Source: an optimization exercise on an open RTL-to-GDS flow (aim: small area, a short achievable clock period and few clock cycles per item). Production flows keep margins and buffers that such runs may drop.
Function was checked by simulation only, so behaviour that the tests miss may differ from the original.
Power figures rest on the tool's default switching activity, not on a simulated workload.

== build 95 ==
==> flow/design.v <==
`timescale 1ns/1ps
`default_nettype none
package int_pipe_pkg;
    typedef logic [31:0] word_t;
    typedef logic [31:0] instr_t;
    typedef logic [4:0]  reg_addr_t;
    typedef logic [4:0]  shamt_t;
    localparam logic [5:0] OP_SPECIAL = 6'b000000;
    localparam logic [5:0] FN_MOVZ = 6'b001010;
    localparam logic [5:0] FN_MOVN = 6'b001011;
    localparam logic [5:0] FN_SYNC = 6'b001111;
endpackage
`default_nettype wire
`timescale 1ns/1ps
`default_nettype none
import int_pipe_pkg::*;
module instr_decoder (
    input  int_pipe_pkg::instr_t    instr,
    input  logic                    rt_zero,
    output logic                    sel_sum,       
    output logic                    sel_slt,       
    output logic                    sel_g,         
    output logic                    sel_p,         
    output logic                    sel_nor,       
    output logic                    sel_lui,       
    output logic                    sel_shr,       
    output logic                    sel_shl,       
    output logic                    sub,           
    output logic                    lt_signed,
    output logic                    srcb_imm,      
    output logic                    srcb_zero,     
    output logic                    imm_sext,      
    output logic                    sft_var,
    output logic                    sft_left,
    output logic                    sft_arith,
    output logic                    wen,
    output int_pipe_pkg::reg_addr_t dest,
    output logic                    reserved
);
    logic [5:0] op;
    logic [5:0] fn;
    logic       special;
    logic       r_arith;      
    logic       r_log;        
    logic       r_slt;        
    logic       r_sft;        
    logic       r_mov;        
    logic       r_sync;
    logic       i_add;        
    logic       i_slt;        
    logic       i_log;        
    logic       i_lui;        
    logic       any_log;
    logic [1:0] lop;
    assign op      = instr[31:26];
    assign fn      = instr[5:0];
    assign special = (op == OP_SPECIAL);
    assign r_arith = special && (fn[5:2] == 4'b1000);
    assign r_log   = special && (fn[5:2] == 4'b1001);
    assign r_slt   = special && (fn[5:1] == 5'b10101);
    assign r_sft   = special && (fn[5:3] == 3'b000) && (fn[1:0] != 2'b01);
    assign r_mov   = special && (fn[5:1] == 5'b00101);
    assign r_sync  = special && (fn == FN_SYNC);
    assign i_add   = (op[5:1] == 5'b00100);
    assign i_slt   = (op[5:1] == 5'b00101);
    assign i_log   = (op[5:2] == 4'b0011) && (op[1:0] != 2'b11);
    assign i_lui   = (op == 6'b001111);
    assign any_log = r_log || i_log;
    assign lop     = special ? fn[1:0] : op[1:0];
    assign sel_g   = any_log && !lop[1];
    assign sel_p   = (any_log && (lop == 2'b01 || lop == 2'b10)) || r_mov;
    assign sel_nor = r_log && (lop == 2'b11);
    assign sel_lui = i_lui;
    assign sel_sum   = r_arith || i_add;
    assign sel_slt   = r_slt || i_slt;
    assign sel_shr   = r_sft && fn[1];
    assign sel_shl   = r_sft && !fn[1];
    assign sub       = special ? (fn[5] && !fn[2] && fn[1]) : (!op[2] && op[1]);
    assign lt_signed = special ? !fn[0] : !op[0];
    assign srcb_imm  = !special;
    assign srcb_zero = r_mov;
    assign imm_sext  = !op[2];
    assign sft_var   = fn[2];
    assign sft_left  = !fn[1];
    assign sft_arith = fn[0];
    assign reserved = !(r_arith || r_log || r_slt || r_sft || r_mov || r_sync
                        || i_add || i_slt || i_log || i_lui);
    assign wen      = r_mov ? (rt_zero ^ fn[0]) : !(reserved || r_sync);
    assign dest     = (reserved || r_sync) ? 5'd0 : (special ? instr[15:11] : instr[20:16]);
endmodule
`default_nettype wire
`timescale 1ns/1ps
`default_nettype none
import int_pipe_pkg::*;
module exec_unit (
    input  int_pipe_pkg::instr_t    instr,
    input  int_pipe_pkg::word_t     rs_val,
    input  int_pipe_pkg::word_t     rt_val,
    input  logic                    sel_sum,
    input  logic                    sel_slt,
    input  logic                    sel_g,
    input  logic                    sel_p,
    input  logic                    sel_nor,
    input  logic                    sel_lui,
    input  logic                    sel_shr,
    input  logic                    sel_shl,
    input  logic                    sub,
    input  logic                    lt_signed,
    input  logic                    srcb_imm,
    input  logic                    srcb_zero,
    input  logic                    imm_sext,
    input  logic                    sft_var,
    input  logic                    sft_left,
    input  logic                    sft_arith,
    output int_pipe_pkg::word_t     result
);
    logic [15:0]          imm;
    int_pipe_pkg::word_t  srcb;
    int_pipe_pkg::word_t  bx;
    int_pipe_pkg::word_t  p;
    int_pipe_pkg::word_t  g;
    int_pipe_pkg::word_t  cy;
    int_pipe_pkg::word_t  sum;
    int_pipe_pkg::word_t  sft_in;
    int_pipe_pkg::word_t  sft_out;
    int_pipe_pkg::word_t  sft_rev;
    int_pipe_pkg::shamt_t sft_amt;
    logic                 lt;
    logic                 fill;
    assign imm  = instr[15:0];
    assign srcb = srcb_imm ? {{16{imm_sext & imm[15]}}, imm} : (rt_val & {32{!srcb_zero}});
    assign bx   = srcb ^ {32{sub}};
    assign p    = rs_val ^ bx;
    assign g    = rs_val & bx;
    always_comb
    begin
        logic [31:0] gg;
        logic [31:0] pp;
        gg    = g;
        pp    = p;
        gg[0] = g[0] | (p[0] & sub);
        for (int l = 0; l < 5; l++)
            for (int i = 0; i < 32; i++)
                if ((i >> l) & 1)
                begin
                    gg[i] = gg[i] | (pp[i] & gg[((i >> l) << l) - 1]);
                    pp[i] = pp[i] & pp[((i >> l) << l) - 1];
                end
        cy = {gg[30:0], sub};
    end
    assign sum = p ^ cy;
    assign lt = (rs_val[31] ^ srcb[31]) ? (lt_signed ? rs_val[31] : srcb[31]) : sum[31];
    assign sft_amt = sft_var ? rs_val[4:0] : instr[10:6];
    assign fill    = sft_arith & rt_val[31];
    always_comb
    begin
        for (int i = 0; i < 32; i++)
            sft_in[i] = sft_left ? rt_val[31 - i] : rt_val[i];
    end
    assign sft_out = 32'($signed({fill, sft_in}) >>> sft_amt);
    always_comb
    begin
        for (int i = 0; i < 32; i++)
            sft_rev[i] = sft_out[31 - i];
    end
    assign result = ({32{sel_sum}} & sum)
                  | ({32{sel_g}}   & g)
                  | ({32{sel_p}}   & p)
                  | ({32{sel_nor}} & ~(rs_val | srcb))
                  | ({32{sel_lui}} & {imm, 16'h0000})
                  | ({32{sel_slt}} & {31'b0, lt})
                  | ({32{sel_shr}} & sft_out)
                  | ({32{sel_shl}} & sft_rev);
endmodule
`default_nettype wire
`timescale 1ns/1ps
`default_nettype none
import int_pipe_pkg::*;
module result_stage (
    input  logic                     clk,
    input  logic                     reset,
    input  logic                     in_valid,
    output logic                     in_ready,
    input  logic                     sel_wen,
    input  int_pipe_pkg::reg_addr_t  sel_dest,
    input  int_pipe_pkg::word_t      sel_data,
    input  logic                     sel_reserved,
    output logic                     out_valid,
    input  logic                     out_ready,
    output logic                     out_wen,
    output int_pipe_pkg::reg_addr_t  out_dest,
    output int_pipe_pkg::word_t      out_data,
    output logic                     out_reserved
);
    assign in_ready = !out_valid || out_ready;
    always_ff @(posedge clk)
    begin
        if (reset)
            out_valid <= 1'b0;
        else if (in_ready)
            out_valid <= in_valid;
    end
    always_ff @(posedge clk)
    begin
        if (in_valid && in_ready)
        begin
            out_wen      <= sel_wen;
            out_dest     <= sel_dest;
            out_data     <= sel_data;
            out_reserved <= sel_reserved;
        end
    end
endmodule
`default_nettype wire
`timescale 1ns/1ps
`default_nettype none
import int_pipe_pkg::*;
module int_pipe_top (
    input  logic                     clk,
    input  logic                     reset,
    input  logic                     in_valid,
    output logic                     in_ready,
    input  int_pipe_pkg::instr_t     instr,
    input  int_pipe_pkg::word_t      rs_data,
    input  int_pipe_pkg::word_t      rt_data,
    output logic                     out_valid,
    input  logic                     out_ready,
    output logic                     out_wen,
    output int_pipe_pkg::reg_addr_t  out_dest,
    output int_pipe_pkg::word_t      out_data,
    output logic                     out_reserved
);
    logic sel_sum, sel_slt, sel_g, sel_p, sel_nor, sel_lui, sel_shr, sel_shl;
    logic sub, lt_signed, srcb_imm, srcb_zero, imm_sext;
    logic sft_var, sft_left, sft_arith;
    logic wen, reserved;
    int_pipe_pkg::reg_addr_t dest;
    int_pipe_pkg::word_t     result;
    instr_decoder u_instr_decoder (
        .instr     (instr),
        .rt_zero   (rt_data == '0),
        .sel_sum   (sel_sum),
        .sel_slt   (sel_slt),
        .sel_g     (sel_g),
        .sel_p     (sel_p),
        .sel_nor   (sel_nor),
        .sel_lui   (sel_lui),
        .sel_shr   (sel_shr),
        .sel_shl   (sel_shl),
        .sub       (sub),
        .lt_signed (lt_signed),
        .srcb_imm  (srcb_imm),
        .srcb_zero (srcb_zero),
        .imm_sext  (imm_sext),
        .sft_var   (sft_var),
        .sft_left  (sft_left),
        .sft_arith (sft_arith),
        .wen       (wen),
        .dest      (dest),
        .reserved  (reserved)
    );
    exec_unit u_exec_unit (
        .instr     (instr),
        .rs_val    (rs_data),
        .rt_val    (rt_data),
        .sel_sum   (sel_sum),
        .sel_slt   (sel_slt),
        .sel_g     (sel_g),
        .sel_p     (sel_p),
        .sel_nor   (sel_nor),
        .sel_lui   (sel_lui),
        .sel_shr   (sel_shr),
        .sel_shl   (sel_shl),
        .sub       (sub),
        .lt_signed (lt_signed),
        .srcb_imm  (srcb_imm),
        .srcb_zero (srcb_zero),
        .imm_sext  (imm_sext),
        .sft_var   (sft_var),
        .sft_left  (sft_left),
        .sft_arith (sft_arith),
        .result    (result)
    );
    result_stage u_result_stage (
        .clk          (clk),
        .reset        (reset),
        .in_valid     (in_valid),
        .in_ready     (in_ready),
        .sel_wen      (wen),
        .sel_dest     (dest),
        .sel_data     (result),
        .sel_reserved (reserved),
        .out_valid    (out_valid),
        .out_ready    (out_ready),
        .out_wen      (out_wen),
        .out_dest     (out_dest),
        .out_data     (out_data),
        .out_reserved (out_reserved)
    );
endmodule
`default_nettype wire
export LEC_CHECK = 0
export ABC_AREA = 1
export CAP_MARGIN = 20
export CORE_MARGIN = 2
export CORE_UTILIZATION = 40
export SETUP_SLACK_MARGIN = 2.0
export SLEW_MARGIN = 20
create_clock -name core_clock -period 7.0 [get_ports {clk}]
standard.sh (not shown) runs the stock make flow with config.mk's settings and CLKGATE_MAP_FILE= SYNTH_SCRIPT=/design/flow/synth_recipe.tcl, a recipe that flattens the netlist after the stock synthesis.
==> flow/flow/run.sh <==
#!/bin/bash
# The standard layout with two changes:
#  - synthesis maps with the ABC script in flow/abc_area.script (ABC_AREA=1
#    picks it up from a copy of the ORFS scripts folder; nothing else differs)
#  - the port buffers are the smallest plain buffer (buf_1) instead of the
#    default delay buffer
set -e
rm -rf scripts
cp -r "$FLOW_HOME/scripts" scripts
cp flow/abc_area.script scripts/abc_area.script
export BUFFER_PORTS_ARGS="-buffer_cell sky130_fd_sc_hd__buf_1"
bash standard.sh SCRIPTS_DIR="$PWD/scripts" finish > standard.log 2>&1
==> flow/flow/abc_area.script <==
strash
dch
amap
topo
stime -c
buffer -c
upsize -c
dnsize -c
Testbench counts of build 95, summed over its fixed seeds: cycles 16,008, items 16,000.
> inputs changed (build 95 -> build 17)
Settings: a change of SETUP_SLACK_MARGIN from 2.0 to 2.75.
==> flow/flow/run.sh <==
#!/bin/bash
# The standard layout with two changes:
#  - the full and half adder cells are added to the don't-use list, so
#    synthesis leaves adders as plain gates for ABC to map
#  - the port buffers are the smallest plain buffer (buf_1) instead of the
#    default delay buffer
set -e
DU="$(cat flow/dont_use.txt)"
export BUFFER_PORTS_ARGS="-buffer_cell sky130_fd_sc_hd__buf_1"
bash standard.sh "DONT_USE_CELLS=$DU" finish > standard.log 2>&1
==> flow/flow/dont_use.txt (new file) <==
sky130_fd_sc_hd__probe_p_8 sky130_fd_sc_hd__probec_p_8 sky130_fd_sc_hd__lpflow_bleeder_1 sky130_fd_sc_hd__lpflow_clkbufkapwr_1 sky130_fd_sc_hd__lpflow_clkbufkapwr_16 sky130_fd_sc_hd__lpflow_clkbufkapwr_2 sky130_fd_sc_hd__lpflow_clkbufkapwr_4 sky130_fd_sc_hd__lpflow_clkbufkapwr_8 sky130_fd_sc_hd__lpflow_clkinvkapwr_1 sky130_fd_sc_hd__lpflow_clkinvkapwr_16 sky130_fd_sc_hd__lpflow_clkinvkapwr_2 sky130_fd_sc_hd__lpflow_clkinvkapwr_4 sky130_fd_sc_hd__lpflow_clkinvkapwr_8 sky130_fd_sc_hd__lpflow_decapkapwr_12 sky130_fd_sc_hd__lpflow_decapkapwr_3 sky130_fd_sc_hd__lpflow_decapkapwr_4 sky130_fd_sc_hd__lpflow_decapkapwr_6 sky130_fd_sc_hd__lpflow_decapkapwr_8 sky130_fd_sc_hd__lpflow_inputiso0n_1 sky130_fd_sc_hd__lpflow_inputiso0p_1 sky130_fd_sc_hd__lpflow_inputiso1n_1 sky130_fd_sc_hd__lpflow_inputiso1p_1 sky130_fd_sc_hd__lpflow_inputisolatch_1 sky130_fd_sc_hd__lpflow_isobufsrc_1 sky130_fd_sc_hd__lpflow_isobufsrc_16 sky130_fd_sc_hd__lpflow_isobufsrc_2 sky130_fd_sc_hd__lpflow_isobufsrc_4 sky130_fd_sc_hd__lpflow_isobufsrc_8 sky130_fd_sc_hd__lpflow_isobufsrckapwr_16 sky130_fd_sc_hd__lpflow_lsbuf_lh_hl_isowell_tap_1 sky130_fd_sc_hd__lpflow_lsbuf_lh_hl_isowell_tap_2 sky130_fd_sc_hd__lpflow_lsbuf_lh_hl_isowell_tap_4 sky130_fd_sc_hd__lpflow_lsbuf_lh_isowell_4 sky130_fd_sc_hd__lpflow_lsbuf_lh_isowell_tap_1 sky130_fd_sc_hd__lpflow_lsbuf_lh_isowell_tap_2 sky130_fd_sc_hd__lpflow_lsbuf_lh_isowell_tap_4  sky130_fd_sc_hd__fa_1 sky130_fd_sc_hd__fa_2 sky130_fd_sc_hd__fa_4 sky130_fd_sc_hd__ha_1 sky130_fd_sc_hd__ha_2 sky130_fd_sc_hd__ha_4
removed: flow/flow/abc_area.script
## What came out
Compared to build 95, build 17 has number of gates resized after CTS 67 lower.
Number of buffer and inverter instances along the worst setup path in build 17 is 2 below build 95.
Build 17 ends up with a detailed placer's ending HPWL that is about 32% higher than in build 95.
Build 17 vs build 95 — met1 global-route usage rose 6.7 points.
Having completed the whole flow, build 17 delivered a layout that passed the timing, DRC and antenna checks.
Relative to build 17, the following input files were edited for build 46:
Settings: CORE_UTILIZATION changed from 40 to 50.
diff --git a/flow/flow/run.sh b/flow/flow/run.sh
--- a/flow/flow/run.sh
+++ b/flow/flow/run.sh
@@ -2 +2,3 @@
-# The standard layout with two changes:
+# The standard layout with three changes:
+#  - synthesis maps with the ABC script in flow/abc_area.script (ABC_AREA=1
+#    picks it up from a copy of the ORFS scripts folder; nothing else differs)
@@ -7,0 +10,3 @@
+rm -rf scripts
+cp -r "$FLOW_HOME/scripts" scripts
+cp flow/abc_area.script scripts/abc_area.script
@@ -10 +15 @@
-bash standard.sh "DONT_USE_CELLS=$DU" finish > standard.log 2>&1
+bash standard.sh SCRIPTS_DIR="$PWD/scripts" "DONT_USE_CELLS=$DU" finish > standard.log 2>&1
==> flow/flow/abc_area.script (new file) <==
strash
dch
map -B 0.9
topo
Notes after the runs:
- The total internal power in build 46 sits 0.046 mW above the value recorded for build 17.
- Compared with build 17, in build 46 share of the core filled with cells in the final layout now sits higher, post-route fraction of the period consumed by the critical path now sits lower, summed instance area of the synthesized netlist now sits lower, initial core utilization now sits higher, xor-xnor portion of the synthesized cell area now sits at about the same level.
- Taking build 17 over build 46, the non-clock buffer count ratio works out to 0.935.
- Between build 17 and build 46, the flow reports number of global-route vias before repair increasing by a few percent.
- Summed area of non-filler cells in the final layout came out higher on build 46 than on build 17.
- Overall power consumption, build 46 vs build 17: up by a few percent
- Looking at global-route usage across build 17 and build 46, the one that comes out higher is build 46.

## re-timing with driven ports
In the flow no input, the clock included, has a driving cell. The finished layouts below were timed again as built, in two steps.
Step 1 sets driving cells, clkbuf_16 on the clock port and buf_2 on the other inputs (assumed; they add their load-dependent delay and slew).
Step 2 also shifts input and output timing later by t, the mid clock arrival at the registers, as if the neighbouring blocks saw the same clock.
a / b / c = ideal / step 1 / step 2; a / b = the first two.
run | shift t [ns] | slack for setup (ns) | worst setup path at the end | worst register clock-pin slew, ns
build 95 | 0.329 | 1.473 / 1.493 / 1.165 | input to register | 0.07 / 0.07
build 17 | 0.333 | 2.742 / 2.758 / 2.425 | input to register | 0.07 / 0.07
build 46 | 0.341 | 2.755 / 2.758 / 2.417 | input to register | 0.07 / 0.07
After both steps setup and hold are still met in every run listed. For build 46, which loses most, drivers alone change the setup slack by +0.003 ns; drivers and shift together by -0.338 ns.
